What follows belongs to an exercise in optimizing a design on an open flow for small area, a short achievable clock period and few clock cycles per item; a production flow would make more cautious choices.
No functional check of the RTL was part of any run shown here.
Power is estimated from default activity; no workload was simulated.

===== design.v =====
`timescale 1ns / 1ps
package cq_pkg;
  localparam int DEPTH  = 64;
  localparam int IDX_W  = $clog2(DEPTH);
  localparam int CAP_W  = 7;
  localparam int DATA_W = 32;
  localparam logic [CAP_W-1:0] CAP_RESET = 7'd64;
  localparam logic [1:0] CMD_ENQ  = 2'd0;
  localparam logic [1:0] CMD_DEQ  = 2'd1;
  localparam logic [1:0] CMD_DISP = 2'd2;
  localparam logic [1:0] CMD_NONE = 2'd3;
  localparam logic [1:0] ST_OK        = 2'd0;
  localparam logic [1:0] ST_OVERFLOW  = 2'd1;
  localparam logic [1:0] ST_UNDERFLOW = 2'd2;
  localparam logic [1:0] ST_EMPTY     = 2'd3;
endpackage
`timescale 1ns / 1ps
module cq_front (
  input  logic                      clk,
  input  logic                      rst_n,
  input  logic                      in_push,
  output logic                      in_full,
  input  logic [1:0]                in_command,
  input  logic [cq_pkg::DATA_W-1:0] in_value,
  output logic                      op_valid,
  output logic [1:0]                op_cmd,
  output logic [cq_pkg::DATA_W-1:0] op_value,
  input  logic                      op_take
);
  logic                      v0_r, v1_r;
  logic [1:0]                cmd0_r, cmd1_r;
  logic [cq_pkg::DATA_W-1:0] val0_r, val1_r;
  logic                      store, ld0;
  assign in_full  = v1_r;
  assign op_valid = v0_r;
  assign op_cmd   = cmd0_r;
  assign op_value = val0_r;
  assign store = in_push && !v1_r && (in_command != cq_pkg::CMD_NONE);
  assign ld0   = !v0_r || op_take;
  always_ff @(posedge clk) begin
    if (!rst_n) begin
      v0_r <= 1'b0;
      v1_r <= 1'b0;
    end else begin
      v0_r <= v1_r || store || (v0_r && !op_take);
      v1_r <= v0_r && !op_take && (v1_r || store);
    end
  end
  always_ff @(posedge clk) begin
    if (ld0) begin
      cmd0_r <= v1_r ? cmd1_r : in_command;
      val0_r <= v1_r ? val1_r : in_value;
    end
    if (!v1_r) begin
      cmd1_r <= in_command;
      val1_r <= in_value;
    end
  end
endmodule
`timescale 1ns / 1ps
module cq_back (
  input  logic                      clk,
  input  logic                      rst_n,
  input  logic                      cfg_we,
  input  logic [cq_pkg::CAP_W-1:0]  cfg_data,
  input  logic                      op_valid,
  input  logic [1:0]                op_cmd,
  input  logic [cq_pkg::DATA_W-1:0] op_value,
  output logic                      op_take,
  input  logic                      res_full,
  output logic                      res_push,
  output logic [1:0]                res_status,
  output logic [cq_pkg::DATA_W-1:0] res_data,
  output logic                      res_last
);
  localparam int D  = cq_pkg::DEPTH;
  localparam int IW = cq_pkg::IDX_W;
  localparam int CW = cq_pkg::CAP_W;
  localparam int DW = cq_pkg::DATA_W;
  logic [DW-1:0] mem [D];
  logic [CW-1:0] cap_r, eff_cap;
  logic [CW-1:0] cnt_r, cnt_nxt;
  logic [IW-1:0] ridx_r;
  logic          empty_r, full_r;
  logic          dump_r;
  logic          is_enq, is_deq, is_disp;
  logic          go, enq_fire, deq_fire, disp_start, rd_en, idx0;
  logic [D-1:0]  sel;
  logic [DW-1:0] rd_data;
  always_comb begin
    if (cap_r == '0) begin
      eff_cap = CW'(1);
    end else if (cap_r > CW'(D)) begin
      eff_cap = CW'(D);
    end else begin
      eff_cap = cap_r;
    end
  end
  assign is_enq  = (op_cmd == cq_pkg::CMD_ENQ);
  assign is_deq  = (op_cmd == cq_pkg::CMD_DEQ);
  assign is_disp = (op_cmd == cq_pkg::CMD_DISP);
  assign go         = op_valid && !dump_r && !res_full;
  assign op_take    = go;
  assign enq_fire   = go && is_enq && !full_r;
  assign deq_fire   = go && is_deq && !empty_r;
  assign disp_start = go && is_disp && !empty_r;
  assign idx0       = (ridx_r == '0);
  assign rd_en      = dump_r || ((is_deq || is_disp) && !empty_r);
  assign res_push = go || (dump_r && !res_full);
  always_comb begin
    res_status = cq_pkg::ST_OK;
    if (!dump_r) begin
      if (is_enq && full_r)       res_status = cq_pkg::ST_OVERFLOW;
      else if (is_deq && empty_r) res_status = cq_pkg::ST_UNDERFLOW;
      else if (is_disp && empty_r) res_status = cq_pkg::ST_EMPTY;
    end
  end
  assign res_last = !(dump_r || (is_disp && !empty_r)) || idx0;
  always_comb begin
    for (int i = 0; i < D; i++) begin
      sel[i] = rd_en && (ridx_r == IW'(i));
    end
  end
  always_comb begin
    rd_data = '0;
    for (int i = 0; i < D; i++) begin
      rd_data = rd_data | ({DW{sel[i]}} & mem[i]);
    end
  end
  assign res_data = rd_data;
  always_comb begin
    cnt_nxt = cnt_r;
    if (enq_fire) cnt_nxt = cnt_r + CW'(1);
    else if (deq_fire) cnt_nxt = cnt_r - CW'(1);
  end
  always_ff @(posedge clk) begin
    if (!rst_n) begin
      cap_r   <= cq_pkg::CAP_RESET;
      cnt_r   <= '0;
      ridx_r  <= '1;
      empty_r <= 1'b1;
      full_r  <= 1'b0;
      dump_r  <= 1'b0;
    end else begin
      if (cfg_we) begin
        cap_r <= cfg_data;
      end
      cnt_r   <= cnt_nxt;
      empty_r <= (cnt_nxt == '0);
      full_r  <= (cnt_nxt >= eff_cap);
      if (enq_fire) begin
        ridx_r <= ridx_r + IW'(1);
      end else if (deq_fire) begin
        ridx_r <= ridx_r - IW'(1);
      end else if (disp_start || (dump_r && !res_full)) begin
        if (idx0) begin
          dump_r <= 1'b0;
          ridx_r <= cnt_r[IW-1:0] - IW'(1);
        end else begin
          dump_r <= 1'b1;
          ridx_r <= ridx_r - IW'(1);
        end
      end
    end
  end
  always_ff @(posedge clk) begin
    if (enq_fire) begin
      mem[0] <= op_value;
      for (int i = 1; i < D; i++) begin
        mem[i] <= mem[i-1];
      end
    end
  end
endmodule
`timescale 1ns / 1ps
module cq_resq (
  input  logic                      clk,
  input  logic                      rst_n,
  input  logic                      res_push,
  input  logic [1:0]                res_status,
  input  logic [cq_pkg::DATA_W-1:0] res_data,
  input  logic                      res_last,
  output logic                      res_full,
  output logic                      out_empty,
  input  logic                      out_pop,
  output logic [1:0]                out_status,
  output logic [cq_pkg::DATA_W-1:0] out_data,
  output logic                      out_last
);
  logic                      e0_r, v1_r;
  logic [1:0]                st0_r, st1_r;
  logic [cq_pkg::DATA_W-1:0] d0_r, d1_r;
  logic                      l0_r, l1_r;
  logic                      ld0;
  assign res_full   = v1_r;
  assign out_empty  = e0_r;
  assign out_status = st0_r;
  assign out_data   = d0_r;
  assign out_last   = l0_r;
  assign ld0 = e0_r || out_pop;
  always_ff @(posedge clk) begin
    if (!rst_n) begin
      e0_r <= 1'b1;
      v1_r <= 1'b0;
    end else begin
      e0_r <= !(v1_r || res_push || (!e0_r && !out_pop));
      v1_r <= !e0_r && !out_pop && (v1_r || res_push);
    end
  end
  always_ff @(posedge clk) begin
    if (ld0) begin
      st0_r <= v1_r ? st1_r : res_status;
      d0_r  <= v1_r ? d1_r  : res_data;
      l0_r  <= v1_r ? l1_r  : res_last;
    end
    if (!v1_r) begin
      st1_r <= res_status;
      d1_r  <= res_data;
      l1_r  <= res_last;
    end
  end
endmodule
`timescale 1ns / 1ps
module circular_queue_with_dump (
  input  logic                            clk,
  input  logic                            rst_n,
  input  logic                            cfg_we,
  input  logic [cq_pkg::CAP_W-1:0]        cfg_data,
  input  logic                            in_push,
  output logic                            in_full,
  input  logic [1:0]                      in_command,
  input  logic signed [cq_pkg::DATA_W-1:0] in_value,
  output logic                            out_empty,
  input  logic                            out_pop,
  output logic [1:0]                      out_status,
  output logic signed [cq_pkg::DATA_W-1:0] out_data,
  output logic                            out_last
);
  logic                      op_valid, op_take;
  logic [1:0]                op_cmd;
  logic [cq_pkg::DATA_W-1:0] op_value;
  logic                      res_full, res_push, res_last;
  logic [1:0]                res_status;
  logic [cq_pkg::DATA_W-1:0] res_data;
  cq_front u_front (
    .clk        (clk),
    .rst_n      (rst_n),
    .in_push    (in_push),
    .in_full    (in_full),
    .in_command (in_command),
    .in_value   (in_value),
    .op_valid   (op_valid),
    .op_cmd     (op_cmd),
    .op_value   (op_value),
    .op_take    (op_take)
  );
  cq_back u_back (
    .clk        (clk),
    .rst_n      (rst_n),
    .cfg_we     (cfg_we),
    .cfg_data   (cfg_data),
    .op_valid   (op_valid),
    .op_cmd     (op_cmd),
    .op_value   (op_value),
    .op_take    (op_take),
    .res_full   (res_full),
    .res_push   (res_push),
    .res_status (res_status),
    .res_data   (res_data),
    .res_last   (res_last)
  );
  cq_resq u_resq (
    .clk        (clk),
    .rst_n      (rst_n),
    .res_push   (res_push),
    .res_status (res_status),
    .res_data   (res_data),
    .res_last   (res_last),
    .res_full   (res_full),
    .out_empty  (out_empty),
    .out_pop    (out_pop),
    .out_status (out_status),
    .out_data   (out_data),
    .out_last   (out_last)
  );
endmodule

===== run.sh =====
#!/bin/bash
# synth_recipe.tcl (not shown) runs the flow's synth.tcl, then flattens the netlist and writes it again
# the make line also repeats each setting of config.mk as NAME=value (left out here)
make -C /OpenROAD-flow-scripts/flow DESIGN_CONFIG=/design/flow/config.mk WORK_HOME=/design/flow/orfs CLKGATE_MAP_FILE= SYNTH_SCRIPT=/design/flow/synth_recipe.tcl finish

===== config.mk =====
export PLATFORM = sky130hd
export DESIGN_NAME = circular_queue_with_dump
export DESIGN_NICKNAME = circular_queue_with_dump
export VERILOG_FILES = /design/flow/design.v
export SDC_FILE = /design/flow/constraint.sdc
export NUM_CORES = 4
export LEC_CHECK = 0
export CAP_MARGIN = 20
export CORE_MARGIN = 2
export CORE_UTILIZATION = 40
export SLEW_MARGIN = 20

===== constraint.sdc =====
create_clock -name core_clock -period 6.0 [get_ports {clk}]
set_input_delay 1.2000 -clock core_clock [delete_from_list [all_inputs] [get_ports {clk}]]
set_output_delay 1.2000 -clock core_clock [all_outputs]
set_load 0.01 [all_outputs]

==> reports/results.ini, run 1 <==
[detailed_routing]
drtIter0Drc=9993
vias_per_cell=6.67
drt-total-wl_mm=281
remaining_drc_errors=0
drt_pass1_iterations=8
vias=49665
drtAntennaViolNets=0
wl_per_cell_um=37.8

[synthesis]
seq_area_frac_synth=0.816
yosysWarnings=4
synthCells=4368
syn-cell-area_sq_mm=0.0802
synth.most_common_cell=edfxtp_1
yosys-top-cells-area=edfxtp_1 79%, a22oi_1 5.2%, dfxtp_1 2.4%
synth_top_area_cell=edfxtp_1
synth_cell_types=74
netlist.area_leader.share=0.792
ys.flop_type=edfxtp_1
synth_nets=4431
synth_edf_count=2117
async_reset_ff_frac=0
avgSynthCellArea_sq_um=18.4
ys_top_cells_by_count=2117 x edfxtp_1, 554 x a22oi_1, 151 x a22o_1
synth-seq-cells=2213

[global_route]
grt_max_degree=191
met2_usage=0.388
grt_antenna_before_repair=7
grt_util_met3=0.0767
busiest_layer=met2
grt_overflow=0
use_met1=0.367
grt_pass1_wl_mm=379
groute.usage.overall=0.267
grt_pass1_vias=46299

[run_status]
status=finished clean

[floorplan]
die_area_sq_mm=0.204
core-area_sq_mm=0.200
placementRows=164
initial_core_util=0.402
die_x_um=452
io_pins=83
die_h_um=452

[critical_path]
crit_path_end_kind=register
crit_chain=inv_1, ha_2, nand2b_2, buf_4, a21o_4, nor2_2, buf_4, a22o_1, a221oi_1, nand4_1, o32a_1
r2r_slack_ns=1.22
rr_endpoint=u_resq.d0_r[26]
cp_common_cell=buf_4
worstReg2RegStart=u_front.cmd0_r[1]
crit_arrival_ns=5.40
startpoint_type=register
worstPathRequired_ns=6.62
cp_max_fo=39
path_class=reg2reg
reg2regPathDepth=11
cpPeakStageDelay_ns=0.78
cp_slowest_cell=a21o_4

[placement]
gp_congestion=0.925
place_inst=7042
dpl.hpwl_mm=172
portBuffers=82

[sta]
fin_crit_sh=0.797
tightest_slew_ns=1.35
setup_viol=0
relSlewSlack=0.0979
fin_setup_tns_ns=0
drv_slew=0
period_needed_ns=4.78
rsz0062_at_grt=false
fmax_mhz=209
hold_ws_ns=0.414
hold_viol=0
fin_worst_skew_ns=0.0670

[pwr]
p_leak_nw=28.4
max-vdd-ir-drop_mv=0.345
finalPower_mw=32.2
power_density_mw_per_mm2=348

[hold_path]
min_to=u_back.mem[5][25]
hold_path_class=reg2reg
holdPathStages=0
min-delay-start=u_back.mem[4][25]

[clocking]
tritoncts=yes
numCtsBuffers=210
postCtsSetupRepairBufs=0
path_clk_slew_ns=0.06
cts_sinks=2213
clockRootBuffer=clkbuf_16
cts_resized=0
h-tree-depth=4
clockBufferDepth=3
insertion_delay_ns=0.91
postCtsHoldBufs=0

[final_layout]
fillers=16839
nNetsFinal=4662
syn_to_final_growth_pct=15.1
drive_gt1_frac=0.136
multi_input_area_sq_mm=0.0140
final-seq-area_sq_mm=0.0655
fin_cells=7443
post-route-util=0.463

[job]
maxCapViolations=0

[worst max path at each step]
| stage | from | end | slack, ns | depth (start not counted) |
|---|---|---|---|---|
| 2_1_floorplan | u_front.cmd0_r[1] | u_back.mem[0][0] | -26.04 | 5 |
| 3_3_place_gp | u_front.cmd0_r[1] | u_resq.d0_r[26] | 1.43 | 11 |
| 3_5_place_dp | u_front.cmd0_r[0] | u_resq.d0_r[7] | 1.28 | 11 |
| 4_1_cts | u_front.cmd0_r[0] | u_resq.d0_r[7] | 1.30 | 11 |
| 5_1_grt | u_front.cmd0_r[0] | u_resq.d0_r[7] | 1.13 | 11 |
| 6_report | u_front.cmd0_r[1] | u_resq.d0_r[26] | 1.22 | 11 |
[sequential cells by signal (all words and copies together), names as in the netlist]
signal	flops
u_back.cnt_r	7
u_front.cmd0_r	2
u_back.dump_r	1
u_resq.e0_r	1
u_front.v1_r	1
u_back.mem	2048
u_front.val0_r	32
u_resq.st1_r	2
u_resq.l0_r	1
u_resq.d0_r	32
u_resq.d1_r	32
u_back.full_r	1
u_back.empty_r	1
u_back.ridx_r	6
u_front.val1_r	32
u_resq.l1_r	1
u_resq.st0_r	2
u_back.cap_r	7
u_front.cmd1_r	2
u_front.v0_r	1
u_resq.v1_r	1
[kinds of logic after synthesis]
group	synth area share
compound gates	0.125
xor+xnor	0.00131
fa+ha+maj	0.00265
buf+inv	0.0166
flops	0.816
mux	0.00762
simple gates	0.0309
[cells in the final DEF, fill, tap and decap left out, drive strengths merged, types with 12 or more instances in the layout]
master,n
o21ai,45
a222oi,45
clkinv,86
mux2,38
o22ai,24
inv,30
clkdlybuf4s50,82
a221oi,127
a221o,34
mux2i,18
a2111oi,17
a32oi,20
ha,17
clkinvlp,12
nand4,72
nor4,14
a31oi,59
edfxtp,2117
nand2,134
a21oi,126
o32a,18
nor3,34
a22oi,554
bufinv,14
a22o,151
clkbuf,277
a211oi,28
nand3,38
and3,13
dfxtp,96
nor2,108
buf,195
[routing by layer]
layer,wire [um],vias to the layer above
met1,104000,25455
met5,69,-
li1,-,18903
met4,16500,9
met2,121000,4482
met3,39800,816
[per-stage QoR]
| stage | setup WS [ns] | cell area [sq um] |
|---|---|---|
| 2_1_floorplan | -26.04 | 80300 |
| 3_3_place_gp | 1.43 | 85500 |
| 3_5_place_dp | 1.28 | 85500 |
| 4_1_cts | 1.30 | 92300 |
| 5_1_grt | 1.13 | 92400 |
| 6_report | 1.22 | 92400 |
[layout make-up]
cell class                      count  area share
Clock inverter                    119      0.0129
Inverter                           23    0.000975
Multi-Input combinational cell   1874       0.151
Timing Repair Buffer              277      0.0283
Tap cell                         2656      0.0360
Sequential cell                  2213       0.709
Clock buffer                      277      0.0615
Antenna cell                        4    0.000108
[critical path: cells and delay by family (launching register included)]
family | cells | cell delay, ns
simple gates | 3 | 1.23
fa+ha+maj | 1 | 0.28
buf+inv | 3 | 0.91
compound gates | 4 | 1.68
flops | 1 | 0.40
[power breakdown]
group	leakage [nW]	switching, mW	internal [mW]	total [mW]
sequential	20.1	0.298	17.3	17.6
combinational	4.94	0.840	0.372	1.21
clock	3.34	6.07	7.32	13.4
total	28.4	7.21	25.0	32.2
==> run 2: changes to the inputs <==
--- a/design.v
+++ b/design.v
@@ -23,36 +23,58 @@
   input  logic [1:0]                in_command,
   input  logic [cq_pkg::DATA_W-1:0] in_value,
   output logic                      op_valid,
-  output logic [1:0]                op_cmd,
+  output logic                      op_enq,
+  output logic                      op_deq,
+  output logic                      op_disp,
   output logic [cq_pkg::DATA_W-1:0] op_value,
   input  logic                      op_take
 );
   logic                      v0_r, v1_r;
-  logic [1:0]                cmd0_r, cmd1_r;
+  logic [2:0]                k0_r, k1_r;    
   logic [cq_pkg::DATA_W-1:0] val0_r, val1_r;
-  logic                      store, ld0;
+  logic [2:0]                k_in;
+  logic                      acc, ld0;
   assign in_full  = v1_r;
   assign op_valid = v0_r;
-  assign op_cmd   = cmd0_r;
+  assign op_enq   = k0_r[0];
+  assign op_deq   = k0_r[1];
+  assign op_disp  = k0_r[2];
   assign op_value = val0_r;
-  assign store = in_push && !v1_r && (in_command != cq_pkg::CMD_NONE);
-  assign ld0   = !v0_r || op_take;
+  assign acc = in_push && !v1_r;
+  always_comb begin
+    k_in = 3'b000;
+    if (acc) begin
+      case (in_command)
+        cq_pkg::CMD_ENQ:  k_in = 3'b001;
+        cq_pkg::CMD_DEQ:  k_in = 3'b010;
+        cq_pkg::CMD_DISP: k_in = 3'b100;
+        default:          k_in = 3'b000;
+      endcase
+    end
+  end
+  assign ld0 = !v0_r || op_take;
   always_ff @(posedge clk) begin
     if (!rst_n) begin
       v0_r <= 1'b0;
       v1_r <= 1'b0;
+      k0_r <= 3'b000;
+      k1_r <= 3'b000;
     end else begin
-      v0_r <= v1_r || store || (v0_r && !op_take);
-      v1_r <= v0_r && !op_take && (v1_r || store);
+      if (ld0) begin
+        v0_r <= v1_r || (k_in != 3'b000);
+        k0_r <= v1_r ? k1_r : k_in;
+        v1_r <= 1'b0;
+      end else if (!v1_r) begin
+        v1_r <= (k_in != 3'b000);
+        k1_r <= k_in;
+      end
     end
   end
   always_ff @(posedge clk) begin
     if (ld0) begin
-      cmd0_r <= v1_r ? cmd1_r : in_command;
       val0_r <= v1_r ? val1_r : in_value;
     end
     if (!v1_r) begin
-      cmd1_r <= in_command;
       val1_r <= in_value;
     end
   end
@@ -64,7 +86,9 @@
   input  logic                      cfg_we,
   input  logic [cq_pkg::CAP_W-1:0]  cfg_data,
   input  logic                      op_valid,
-  input  logic [1:0]                op_cmd,
+  input  logic                      op_enq,
+  input  logic                      op_deq,
+  input  logic                      op_disp,
   input  logic [cq_pkg::DATA_W-1:0] op_value,
   output logic                      op_take,
   input  logic                      res_full,
@@ -96,9 +120,9 @@
       eff_cap = cap_r;
     end
   end
-  assign is_enq  = (op_cmd == cq_pkg::CMD_ENQ);
-  assign is_deq  = (op_cmd == cq_pkg::CMD_DEQ);
-  assign is_disp = (op_cmd == cq_pkg::CMD_DISP);
+  assign is_enq  = op_enq;
+  assign is_deq  = op_deq;
+  assign is_disp = op_disp;
   assign go         = op_valid && !dump_r && !res_full;
   assign op_take    = go;
   assign enq_fire   = go && is_enq && !full_r;
@@ -187,36 +211,29 @@
   output logic [cq_pkg::DATA_W-1:0] out_data,
   output logic                      out_last
 );
-  logic                      e0_r, v1_r;
-  logic [1:0]                st0_r, st1_r;
-  logic [cq_pkg::DATA_W-1:0] d0_r, d1_r;
-  logic                      l0_r, l1_r;
+  logic                      e0_r;
+  logic [1:0]                st0_r;
+  logic [cq_pkg::DATA_W-1:0] d0_r;
+  logic                      l0_r;
   logic                      ld0;
-  assign res_full   = v1_r;
   assign out_empty  = e0_r;
   assign out_status = st0_r;
   assign out_data   = d0_r;
   assign out_last   = l0_r;
-  assign ld0 = e0_r || out_pop;
+  assign ld0      = e0_r || out_pop;
+  assign res_full = !ld0;
   always_ff @(posedge clk) begin
     if (!rst_n) begin
       e0_r <= 1'b1;
-      v1_r <= 1'b0;
-    end else begin
-      e0_r <= !(v1_r || res_push || (!e0_r && !out_pop));
-      v1_r <= !e0_r && !out_pop && (v1_r || res_push);
+    end else if (ld0) begin
+      e0_r <= !res_push;
     end
   end
   always_ff @(posedge clk) begin
     if (ld0) begin
-      st0_r <= v1_r ? st1_r : res_status;
-      d0_r  <= v1_r ? d1_r  : res_data;
-      l0_r  <= v1_r ? l1_r  : res_last;
-    end
-    if (!v1_r) begin
-      st1_r <= res_status;
-      d1_r  <= res_data;
-      l1_r  <= res_last;
+      st0_r <= res_status;
+      d0_r  <= res_data;
+      l0_r  <= res_last;
     end
   end
 endmodule
@@ -237,7 +254,7 @@
   output logic                            out_last
 );
   logic                      op_valid, op_take;
-  logic [1:0]                op_cmd;
+  logic                      op_enq, op_deq, op_disp;
   logic [cq_pkg::DATA_W-1:0] op_value;
   logic                      res_full, res_push, res_last;
   logic [1:0]                res_status;
@@ -250,7 +267,9 @@
     .in_command (in_command),
     .in_value   (in_value),
     .op_valid   (op_valid),
-    .op_cmd     (op_cmd),
+    .op_enq     (op_enq),
+    .op_deq     (op_deq),
+    .op_disp    (op_disp),
     .op_value   (op_value),
     .op_take    (op_take)
   );
@@ -260,7 +279,9 @@
     .cfg_we     (cfg_we),
     .cfg_data   (cfg_data),
     .op_valid   (op_valid),
-    .op_cmd     (op_cmd),
+    .op_enq     (op_enq),
+    .op_deq     (op_deq),
+    .op_disp    (op_disp),
     .op_value   (op_value),
     .op_take    (op_take),
     .res_full   (res_full),
--- a/config.mk
+++ b/config.mk
@@ -8,4 +8,5 @@
 export CAP_MARGIN = 20
 export CORE_MARGIN = 2
 export CORE_UTILIZATION = 40
+export SETUP_SLACK_MARGIN = 3.0
 export SLEW_MARGIN = 20
==> run 2 against run 1 <==
Still clean. Register-to-register slack better by 1.7 ns. Area after synthesis fell by 0.24%. Worst hold slack lost 0.020 ns. Setup slack gained 1.7 ns. Critical path type unchanged. Largest cell class unchanged.
==> reports/results.ini, run 2 <==
[global_route]
grt_overflow=0
grt_antenna_before_repair=19
groute.usage.overall=0.270
grt_max_degree=195
grt_pass1_wl_mm=381
grt_pass1_vias=47290

[pwr]
p_leak_nw=29.1
p_sw_mw=6.38
finalPower_mw=30.8
max-vdd-ir-drop_mv=0.295
p_int_mw=24.5
sw_frac_of_total=0.207
pwr-share-clk=0.437
power_density_mw_per_mm2=325
pwr-share-seq=0.544
power_frac_comb=0.019

[placement]
portBuffers=82
place_area_sq_mm=0.0854
gp_congestion=0.917
dpl.hpwl_mm=163

[clocking]
insertion_delay_ns=0.87
numCtsBuffers=209
tritoncts=yes
cts_sinks=2179
path_clk_slew_ns=0.07
clockBufferDepth=3
clockRootBuffer=clkbuf_16
h-tree-depth=4

[final_layout]
mostFrequentLayoutCells=2115 x edfxtp_1, 592 x a22oi_1, 214 x clkbuf_16
syn_to_final_growth_pct=18.7
design_area_sq_mm=0.0950
drive_gt1_frac=0.171
fillers=16321
largest_reg_flops=2048
regMostFlops=u_back.mem
final_common_cell=edfxtp_1
nNetsFinal=4783

[critical_path]
path_buf_inv=2
startpoint_type=register
path_class=reg2reg
cp_max_fo=13
crit_arrival_ns=3.81
cpPeakStageDelay_ns=0.99
critPathTopFamily=compound AO/OA/AOI/OAI gates
worstPathRequired_ns=6.70
crit_path_end_kind=register
crit_chain=buf_4, nand4_1, a211oi_4, buf_6, a22oi_1, nand2_1, nor4_1, nand4_1
cp_common_cell=nand4_1
cp_slowest_cell=a211oi_4

[sta]
hold_ws_ns=0.394
tightest_slew_ns=1.13
fin_crit_sh=0.518
fmax_mhz=322
drv_slew=0
relSlewSlack=0.247
fin_worst_skew_ns=0.0443
rsz0062_at_grt=true
fin_setup_tns_ns=0
hold_viol=0
period_needed_ns=3.11
setup_viol=0

[synthesis]
ys_top_cells_by_count=2115 x edfxtp_1, 600 x a22oi_1, 163 x nand2_1
synth_nets=4428
yosys-top-cells-area=edfxtp_1 79%, a22oi_1 5.6%, dfxtp_1 1.6%
synth.most_common_cell=edfxtp_1
syn-cell-area_sq_mm=0.0800
synthCells=4368
yosysWarnings=4
seq_area_frac_synth=0.809
async_reset_ff_frac=0
synth_cell_types=77
avgSynthCellArea_sq_um=18.3
synth-seq-cells=2179
synth_top_area_cell=edfxtp_1
netlist.area_leader.share=0.793
ys.flop_type=edfxtp_1
synth_edf_count=2115

[floorplan]
core-area_sq_mm=0.199
die_h_um=451
initial_core_util=0.402
die_x_um=451
placementRows=164
io_pins=83
die_area_sq_mm=0.204

[detailed_routing]
drtIter0Drc=10435
drt-total-wl_mm=287
wl_per_cell_um=37.9
drt_pass1_iterations=6
remaining_drc_errors=0
vias=50904
drtAntennaViolNets=0
vias_per_cell=6.74

[hold_path]
hold_path_class=reg2reg

[run_status]
status=finished clean

[job]
maxCapViolations=0

## run 2: cell types whose count changed after synthesis, sizes merged, moves of 24 or more
| cell | before | now |
|---|---|---|
| nor2 | 108 | 44 |
| clkbuf | 98 | 153 |
| a21oi | 126 | 73 |
| a221oi | 127 | 74 |
| a22oi | 554 | 600 |
| a31oi | 59 | 20 |
| buf | 160 | 123 |
| nor4 | 14 | 50 |
| a211oi | 28 | 60 |
| dfxtp | 96 | 64 |
| nand2 | 134 | 163 |
| o2111a | 2 | 27 |
| o2111ai | 6 | 30 |
## run 2: timing repair
| item | 4_1_cts | 5_1_grt |
|---|---|---|
| hold buffers | 0 | 0 |
| setup endpoints to repair | 446 | 365 |
| resized for setup | 200 | 82 |
| gates cloned | 13 | 5 |
| buffers inserted | 99 | 45 |
| pin swaps | 31 | 10 |
## run 2: kinds of logic (layout without fill, tap and decap cells)
family / count (synthesis) / count (layout) / synth area share
other cells: 0 / 9 / 0
xor+xnor: 12 / 12 / 0.00131
buf+inv: 300 / 822 / 0.0158
mux: 74 / 74 / 0.0100
simple gates: 502 / 504 / 0.0350
compound gates: 1287 / 1288 / 0.126
flops: 2179 / 2179 / 0.809
fa+ha+maj: 14 / 14 / 0.00219
## run 2: cell type report
class | instances | area, sq um | share of cell area
Timing Repair Buffer | 413 | 4700 | 0.0494
Multi-Input combinational cell | 1892 | 15100 | 0.159
Clock inverter | 132 | 1390 | 0.0146
Sequential cell | 2179 | 64800 | 0.682
Timing Repair inverter | 4 | 40.0 | 0.000421
Clock buffer | 249 | 5450 | 0.0574
Inverter | 24 | 150 | 0.00158
Tap cell | 2656 | 3320 | 0.0350
Antenna cell | 9 | 22.5 | 0.000237
## run 2: layer usage
layer,vias up,global-route usage,routed length (um)
met4,6,0.125,15800
met3,853,0.0848,44300
met5,-,0,41
met2,4903,0.388,122000
li1,19245,-,-
met1,25897,0.373,104000
## run 2: stage by stage
stage               utilization  instances  worst slack, ns
floorplan                     -       4368            -1.09
global placement          0.429       7006             1.92
detailed placement        0.429       7006             1.88
CTS                       0.472       7499             2.81
global route              0.477       7550             2.89
finish                    0.477       7558             2.89
## run 2: power groups by stage
stage	combinational, mW	sequential (mW)	clock [mW]
4_1_cts	0.565	16.8	13.6
3_3_place_gp	0.519	17.1	0
3_5_place_dp	0.525	17.1	0
5_1_grt	0.618	16.8	14.1
6_report	0.595	16.8	13.5
2_1_floorplan	0.223	17.1	0
## run 2: final timing paths
kind / start / to / slack, ns / depth (start not counted)
worst max-delay path: u_back.ridx_r[5] / u_resq.d0_r[30] / 2.89 / 8
worst min-delay path: u_front.val0_r[4] / u_back.mem[0][4] / 0.39 / 0
worst max register to register: u_back.ridx_r[5] / u_resq.d0_r[30] / 2.89 / 8
worst min register to register: u_front.val0_r[4] / u_back.mem[0][4] / 0.39 / 0
==> run 3: changes to the inputs <==
--- a/config.mk
+++ b/config.mk
@@ -5,8 +5,9 @@
 export SDC_FILE = /design/flow/constraint.sdc
 export NUM_CORES = 4
 export LEC_CHECK = 0
+export ABC_CLOCK_PERIOD_IN_PS = 2500
 export CAP_MARGIN = 20
 export CORE_MARGIN = 2
 export CORE_UTILIZATION = 40
-export SETUP_SLACK_MARGIN = 3.0
+export SETUP_SLACK_MARGIN = 3.4
 export SLEW_MARGIN = 20
==> run 3 against run 2 <==
First-iteration DRC count rose by 5.6%. Utilization rose by 1.9 points. Highest routed layer unchanged. Routed wire length rose by 6.2%. Clock skew rose by 0.018 ns. Die area did not move. Critical endpoint is now u_resq.d0_r[4]. Sequential cell count did not move. Via count rose by 4.1%. Still clean. Sequential power barely moved. Cell area rose by 4.0%.
==> reports/results.ini, run 3 <==
[final_layout]
multi_input_area_sq_mm=0.0159
post-route-util=0.496
nNetsFinal=4993
final_common_cell=edfxtp_1
final-seq-area_sq_mm=0.0648
fin_cells=7782
regMostFlops=u_back.mem
fillers=15848
syn_to_final_growth_pct=23.4
drive_gt1_frac=0.234
mostFrequentLayoutCells=2115 x edfxtp_1, 560 x a22oi_1, 273 x buf_4
largest_reg_flops=2048

[floorplan]
placementRows=164
io_pins=83
die_area_sq_mm=0.204
die_x_um=451
die_h_um=451
core-area_sq_mm=0.199
initial_core_util=0.402

[placement]
place_inst=7006
dpl.hpwl_mm=163
portBuffers=82
dp_slack_ns=1.88
gp_congestion=0.917

[sta]
timing.final.ws_setup_ns=2.98
tightest_slew_ns=1.29
hold_viol=0
fin_crit_sh=0.504
relSlewSlack=0.142
drv_slew=0
period_needed_ns=3.02
fmax_mhz=331
setup_viol=0
rsz0062_at_grt=true
fin_worst_skew_ns=0.0620

[global_route]
grt_overflow=0
grt_max_degree=195
groute.usage.overall=0.286
grt_pass1_vias=49140
grt_antenna_before_repair=17
grt_pass1_wl_mm=403

[pwr]
max-vdd-ir-drop_mv=0.295
p_leak_nw=30.7
finalPower_mw=31.0
power_density_mw_per_mm2=313

[synthesis]
synth_nets=4428
synth_edf_count=2115
synth-xor-area-share=0.00131
syn-cell-area_sq_mm=0.0800
yosysWarnings=4
synth.most_common_cell=edfxtp_1
ys.flop_type=edfxtp_1
synth-simple-area-share=0.0350
ys_top_cells_by_count=2115 x edfxtp_1, 600 x a22oi_1, 163 x nand2_1
async_reset_ff_frac=0
synth_top_family_by_area=compound AO/OA/AOI/OAI gates
synth_top_area_cell=edfxtp_1
seq_area_frac_synth=0.809
synth_mux_area_frac=0.0100
avgSynthCellArea_sq_um=18.3
synth-seq-cells=2179
yosys-top-cells-area=edfxtp_1 79%, a22oi_1 5.6%, dfxtp_1 1.6%
synthCells=4368
netlist.area_leader.share=0.793
synth_compound_gate_area_share=0.126
synth-adder-area-share=0.00219
synth_cell_types=77

[critical_path]
crit_path_end_kind=register
cpPeakStageDelay_ns=0.54
crit_chain=inv_6, ha_4, buf_12, clkinvlp_4, buf_12, buf_16, a211oi_4, buf_6, a222oi_1, nand2_1, or4_4, or4_4
worstPathRequired_ns=6.58
critPathTopFamily=simple AND/OR/NAND/NOR gates
path_class=reg2reg
cp_max_fo=5
cp_slowest_cell=or4_4
crit_arrival_ns=3.61
startpoint_type=register
path_buf_inv=6

[detailed_routing]
drtAntennaViolNets=0
vias_per_cell=6.81
wl_per_cell_um=39.1
drt_pass1_iterations=10
drt-total-wl_mm=305
vias=52993
remaining_drc_errors=0
drtIter0Drc=11020

[clocking]
tritoncts=yes
postCtsHoldBufs=0
insertion_delay_ns=0.89
clockRootBuffer=clkbuf_16
numCtsBuffers=209
h-tree-depth=4
cts_sinks=2179
path_clk_slew_ns=0.06
clockBufferDepth=3

[hold_path]
hold_path_class=reg2reg

[job]
maxCapViolations=0

[run_status]
status=finished clean

run 3: cell types whose count changed in the layout (fill, tap and decap cells not counted), sizes merged, moves of 2 or more:
cell / before / now
clkbuf: 252 / 256
buf: 323 / 560
clkdlybuf4s15: 2 / 0
clkdlybuf4s50: 45 / 43
clkinvlp: 10 / 12
inv: 32 / 30
dlygate4sd2: 34 / 0
diode: 9 / 23
bufbuf: 6 / 10
and4b: 7 / 9
run 3: layout make-up:
cell class / count / area share
diodes: 23 / 0.000583
repair buffers: 621 / 0.0775
clock buffers: 249 / 0.0552
well taps: 2656 / 0.0336
inverters: 24 / 0.00162
multi-input cells: 1894 / 0.161
repair inverters: 4 / 0.000380
clock inverters: 132 / 0.0141
flip-flops and latches: 2179 / 0.656
run 3: metal layers:
metal / track usage / part of all wire / vias to the layer above
met5: 0 / 0.00037 / -
met2: 0.405 / 0.42 / 5524
met1: 0.382 / 0.35 / 26657
met4: 0.155 / 0.065 / 10
met3: 0.107 / 0.16 / 1082
li1: - / - / 19720
run 3: final timing paths:
check | start | endpoint | slack [ns] | cells after the start
worst min-delay path | u_front.val0_r[4] | u_back.mem[0][4] | 0.39 | 0
worst max register to register | u_back.ridx_r[1] | u_resq.d0_r[4] | 2.98 | 12
worst max-delay path | u_back.ridx_r[1] | u_resq.d0_r[4] | 2.98 | 12
worst min register to register | u_front.val0_r[4] | u_back.mem[0][4] | 0.39 | 0
run 3: worst reg2reg max path: stages, from the launching register on:
cell and delay [ns]:
dfxtp_4 0.38, inv_6 0.05, ha_4 0.16, buf_12 0.13
clkinvlp_4 0.15, buf_12 0.14, buf_16 0.12, a211oi_4 0.07
buf_6 0.16, a222oi_1 0.32, nand2_1 0.09, or4_4 0.54
or4_4 0.42
run 3: through the flow:
| step | hold WS (ns) | area (sq um) | setup TNS [ns] |
|---|---|---|---|
| 2_1_floorplan | 0.400 | 80100 | -2078.72 |
| 3_3_place_gp | 0.405 | 85400 | 0 |
| 3_5_place_dp | 0.405 | 85400 | 0 |
| 4_1_cts | 0.396 | 97500 | 0 |
| 5_1_grt | 0.422 | 98700 | 0 |
| 6_report | 0.395 | 98800 | 0 |
run 3: cells by family after synthesis:
kind of cell	Yosys count
muxes	74
adders and majority gates	14
buffers and inverters	300
AOI/OAI and AO/OA	1287
xor gates and xnor gates	12
and+or+nand+nor	502
DFF	2179
run 3: report_power, final:
group	internal, mW	leakage [nW]	switching, mW
registers	16.7	18.1	0.127
clock network	7.60	3.35	5.91
logic	0.265	9.23	0.412
total	24.5	30.7	6.45
run 3: what timing repair did:
item | 4_1_cts | 5_1_grt
gates resized for setup | 612 | 108
setup endpoints to repair | 2003 | 1079
gates cloned | 37 | 5
buffers inserted | 276 | 54
pin swaps | 87 | 60
==> run 4: changes to the inputs <==
--- a/design.v
+++ b/design.v
@@ -104,12 +104,11 @@
   logic [DW-1:0] mem [D];
   logic [CW-1:0] cap_r, eff_cap;
   logic [CW-1:0] cnt_r, cnt_nxt;
-  logic [IW-1:0] ridx_r;
+  logic [D-1:0]  sel_r;           
+  logic [D-1:0]  top;             
   logic          empty_r, full_r;
   logic          dump_r;
-  logic          is_enq, is_deq, is_disp;
-  logic          go, enq_fire, deq_fire, disp_start, rd_en, idx0;
-  logic [D-1:0]  sel;
+  logic          go, enq_fire, deq_fire, dump_step, rd_en, idx0;
   logic [DW-1:0] rd_data;
   always_comb begin
     if (cap_r == '0) begin
@@ -120,38 +119,35 @@
       eff_cap = cap_r;
     end
   end
-  assign is_enq  = op_enq;
-  assign is_deq  = op_deq;
-  assign is_disp = op_disp;
-  assign go         = op_valid && !dump_r && !res_full;
-  assign op_take    = go;
-  assign enq_fire   = go && is_enq && !full_r;
-  assign deq_fire   = go && is_deq && !empty_r;
-  assign disp_start = go && is_disp && !empty_r;
-  assign idx0       = (ridx_r == '0);
-  assign rd_en      = dump_r || ((is_deq || is_disp) && !empty_r);
+  assign go        = op_valid && !dump_r && !res_full;
+  assign op_take   = go;
+  assign enq_fire  = go && op_enq && !full_r;
+  assign deq_fire  = go && op_deq && !empty_r;
+  assign dump_step = (go && op_disp && !empty_r) || (dump_r && !res_full);
+  assign idx0      = sel_r[0];
+  assign rd_en     = dump_r || ((op_deq || op_disp) && !empty_r);
   assign res_push = go || (dump_r && !res_full);
   always_comb begin
     res_status = cq_pkg::ST_OK;
     if (!dump_r) begin
-      if (is_enq && full_r)       res_status = cq_pkg::ST_OVERFLOW;
-      else if (is_deq && empty_r) res_status = cq_pkg::ST_UNDERFLOW;
-      else if (is_disp && empty_r) res_status = cq_pkg::ST_EMPTY;
+      if (op_enq && full_r)       res_status = cq_pkg::ST_OVERFLOW;
+      else if (op_deq && empty_r) res_status = cq_pkg::ST_UNDERFLOW;
+      else if (op_disp && empty_r) res_status = cq_pkg::ST_EMPTY;
     end
   end
-  assign res_last = !(dump_r || (is_disp && !empty_r)) || idx0;
+  assign res_last = !(dump_r || (op_disp && !empty_r)) || idx0;
   always_comb begin
+    rd_data = '0;
     for (int i = 0; i < D; i++) begin
-      sel[i] = rd_en && (ridx_r == IW'(i));
+      rd_data = rd_data | ({DW{sel_r[i]}} & mem[i]);
     end
   end
+  assign res_data = rd_en ? rd_data : '0;
   always_comb begin
-    rd_data = '0;
     for (int i = 0; i < D; i++) begin
-      rd_data = rd_data | ({DW{sel[i]}} & mem[i]);
+      top[i] = (cnt_r == CW'(i + 1));
     end
   end
-  assign res_data = rd_data;
   always_comb begin
     cnt_nxt = cnt_r;
     if (enq_fire) cnt_nxt = cnt_r + CW'(1);
@@ -161,7 +157,7 @@
     if (!rst_n) begin
       cap_r   <= cq_pkg::CAP_RESET;
       cnt_r   <= '0;
-      ridx_r  <= '1;
+      sel_r   <= '0;
       empty_r <= 1'b1;
       full_r  <= 1'b0;
       dump_r  <= 1'b0;
@@ -173,16 +169,16 @@
       empty_r <= (cnt_nxt == '0);
       full_r  <= (cnt_nxt >= eff_cap);
       if (enq_fire) begin
-        ridx_r <= ridx_r + IW'(1);
+        sel_r <= {sel_r[D-2:0], empty_r};
       end else if (deq_fire) begin
-        ridx_r <= ridx_r - IW'(1);
-      end else if (disp_start || (dump_r && !res_full)) begin
+        sel_r <= sel_r >> 1;
+      end else if (dump_step) begin
         if (idx0) begin
           dump_r <= 1'b0;
-          ridx_r <= cnt_r[IW-1:0] - IW'(1);
+          sel_r  <= top;
         end else begin
           dump_r <= 1'b1;
-          ridx_r <= ridx_r - IW'(1);
+          sel_r  <= sel_r >> 1;
         end
       end
     end
--- a/config.mk
+++ b/config.mk
@@ -5,9 +5,8 @@
 export SDC_FILE = /design/flow/constraint.sdc
 export NUM_CORES = 4
 export LEC_CHECK = 0
-export ABC_CLOCK_PERIOD_IN_PS = 2500
 export CAP_MARGIN = 20
 export CORE_MARGIN = 2
 export CORE_UTILIZATION = 40
-export SETUP_SLACK_MARGIN = 3.4
+export SETUP_SLACK_MARGIN = 3.3
 export SLEW_MARGIN = 20
==> run 4 against run 3 <==
Setup slack gained 0.23 ns. Cell count shrank 6.0%. Non-clock buffer count shrank 417. Count of clock-buffer cells in the layout grew 33. Critical path depth shrank 6. Sequential cell count grew 58. Utilization shrank 3.6 points.
==> reports/results.ini, run 4 <==
[pwr]
power_density_mw_per_mm2=331
max-vdd-ir-drop_mv=0.234
p_leak_nw=28.3

[synthesis]
ys.flop_type=edfxtp_1
synthCells=4388
synth_edf_count=2115
synth_mux_area_frac=0.00560
ys_top_cells_by_count=2115 x edfxtp_1, 454 x a22oi_1, 285 x a221oi_1, 285 x a22o_1, 267 x clkbuf_1
yosys-top-cells-area=edfxtp_1 79%, a22oi_1 4.2%, a221oi_1 3.1%
synth-xor-area-share=0.000651
seq_area_frac_synth=0.817
avgSynthCellArea_sq_um=18.4
synth-simple-area-share=0.0312
async_reset_ff_frac=0
synth-adder-area-share=0.00170
syn-cell-area_sq_mm=0.0807
synth_top_family_by_area=compound AO/OA/AOI/OAI gates
yosysWarnings=4
synth_nets=4445
netlist.area_leader.share=0.787
synth_cell_types=57
synth.most_common_cell=edfxtp_1
synth-seq-cells=2237
synth_compound_gate_area_share=0.128
synth_top_area_cell=edfxtp_1

[global_route]
groute.usage.overall=0.262
grt_pass1_wl_mm=374
grt_antenna_before_repair=9
grt_pass1_vias=46241
grt_max_degree=164
grt_overflow=0

[critical_path]
reg2regPathDepth=6
path_class=reg2reg
cp_max_fo=21
r2r_slack_ns=3.21
crit_path_end_kind=register
startpoint_type=register
crit_arrival_ns=3.36
worstPathRequired_ns=6.57
worstReg2RegStart=u_back.sel_r[34]
rr_endpoint=u_resq.d0_r[0]

[job]
maxCapViolations=0

[run_status]
status=finished clean

[floorplan]
die_h_um=453
initial_core_util=0.403
io_pins=83
die_area_sq_mm=0.205
core-area_sq_mm=0.200
placementRows=164
die_x_um=453

[sta]
fin_setup_tns_ns=0
setup_viol=0
tightest_slew_ns=1.27
fin_worst_skew_ns=0.0340
drv_slew=0
relSlewSlack=0.151
period_needed_ns=2.79
hold_viol=0
rsz0062_at_grt=true
fin_crit_sh=0.465
fmax_mhz=359

[detailed_routing]
drt_pass1_iterations=6
drtAntennaViolNets=0
wl_per_cell_um=38.1
vias=49739
vias_per_cell=6.80
remaining_drc_errors=0
drt-total-wl_mm=279
drtIter0Drc=9309

[clocking]
clockBufferDepth=3
numCtsBuffers=212
postCtsHoldBufs=0
insertion_delay_ns=0.86
path_clk_slew_ns=0.06
cts_sinks=2237
tritoncts=yes
h-tree-depth=4
clockRootBuffer=clkbuf_16

[hold_path]
min-delay-start=u_front.val0_r[29]
hold_path_class=reg2reg
holdPathStages=0
min_to=u_back.mem[0][29]

[final_layout]
fin_cells=7316
final_common_cell=edfxtp_1
largest_reg_flops=2048
drive_gt1_frac=0.123
nNetsFinal=4543
syn_to_final_growth_pct=13.9
mostFrequentLayoutCells=2115 x edfxtp_1, 454 x a22oi_1, 285 x a22o_1, 285 x a221oi_1, 215 x clkbuf_16
design_area_sq_mm=0.0919
post-route-util=0.460
regMostFlops=u_back.mem
reg_top3=u_back.mem: 2048 flops, u_back.sel_r: 64 flops
fillers=16783

[placement]
dpl.hpwl_mm=146
place_inst=6890
portBuffers=82
place_area_sq_mm=0.0847
gp_congestion=0.853

==> run 4: cell count changes in the layout (fill, tap and decap cells not counted), moves of 80 or more <==
| cell | delta |
|---|---|
| a22oi_1 | -106 |
| buf_6 | -80 |
| a22o_1 | +141 |
| nand4_1 | +87 |
| buf_12 | -109 |
| a221oi_1 | +233 |
| buf_4 | -181 |
==> run 4: per-stage QoR <==
stage               setup WS [ns]  hold slack, ns  total power, mW
floorplan                   -1.24           0.400             17.5
CTS                          3.12           0.419             30.5
global route                 3.23           0.427             31.1
global placement             1.19           0.404             17.6
detailed placement           1.27           0.405             17.6
finish                       3.21           0.418             30.4
==> run 4: layer usage <==
| metal | up-vias | GRT usage | wire, um |
|---|---|---|---|
| met5 | - | 0 | 13 |
| met4 | 2 | 0.113 | 14000 |
| met3 | 810 | 0.0662 | 40000 |
| met2 | 4450 | 0.386 | 121000 |
| met1 | 25711 | 0.370 | 104000 |
| li1 | 18766 | - | - |
==> run 4: critical path, stage by stage (launching register included) <==
cell	delay, ns
dfxtp_4	0.76
buf_4	0.67
a22o_1	0.27
a221oi_1	0.06
nand4_1	0.17
nor3_1	0.08
a21oi_1	0.48
==> run 4: cells by family (layout without fill, tap and decap cells) <==
| family | after synthesis | after routing |
|---|---|---|
| flops | 2237 | 2237 |
| compound gates | 1281 | 1281 |
| simple gates | 479 | 483 |
| buf+inv | 333 | 598 |
| mux | 41 | 41 |
| fa+ha+maj | 11 | 11 |
| xor+xnor | 6 | 6 |
| other cells | 0 | 3 |
==> run 4: area by class of cell <==
type / instances / area, sq um / area share
clock buffers: 282 / 5780 / 0.0629
clock inverters: 103 / 878 / 0.00955
inverters: 5 / 46.3 / 0.000503
flip-flops and latches: 2237 / 66200 / 0.720
multi-input cells: 1822 / 13600 / 0.148
repair inverters: 4 / 50.0 / 0.000544
well taps: 2656 / 3320 / 0.0361
repair buffers: 204 / 2080 / 0.0227
diodes: 3 / 7.51 / 0.0000816
==> run 4: worst max-delay path by stage <==
stage,startpoint,endpoint,cells after the start
6_report,u_back.sel_r[34],u_resq.d0_r[0],6
5_1_grt,u_resq.d0_r[23],out_data[23],1
4_1_cts,out_pop,u_back.full_r,11
3_5_place_dp,out_pop,u_back.full_r,11
3_3_place_gp,out_pop,u_back.full_r,11
2_1_floorplan,out_pop,u_back.full_r,11
==> run 4: report_power, final <==
| group | total (mW) | switching (mW) | internal, mW |
|---|---|---|---|
| sequential | 17.0 | 0.0728 | 17.0 |
| combinational | 0.215 | 0.134 | 0.0814 |
| clock | 13.2 | 5.87 | 7.30 |
==> run 4: repair_timing <==
action | CTS | global route
cloned | 10 | 5
pin swaps | 4 | 7
setup buffers | 10 | 13
resized for setup | 159 | 12
setup endpoints to repair | 2158 | 821

[static timing again, ports no longer ideal]
The flow's constraints put no driver on any port. The routed layouts listed below were extracted and timed again, unchanged, in two steps. Step 1 sets driving cells, clkbuf_16 on the clock port and buf_2 on the other inputs (assumed; they add their load-dependent delay and slew). Step 2 also shifts input and output timing later by t, the mid clock arrival at the registers, as if the neighbouring blocks saw the same clock. a / b / c = ideal / step 1 / step 2; a / b = the first two.
run	t (ns)	setup slack, ns	worst data-port slew with drivers (ns)	pins driven straight from the clock port
run 1	0.962	1.216 / 1.216 / 1.216	0.04	1
run 2	0.935	2.893 / 2.893 / 2.339	0.05	1
run 3	0.941	2.978 / 2.978 / 2.654	0.05	1
run 4	0.926	3.212 / 3.180 / 2.697	0.05	1
After both steps setup and hold are still met in every run listed. The setup slack of run 2, which loses most, moves by 0.000 ns with the drivers and by -0.554 ns with both steps.
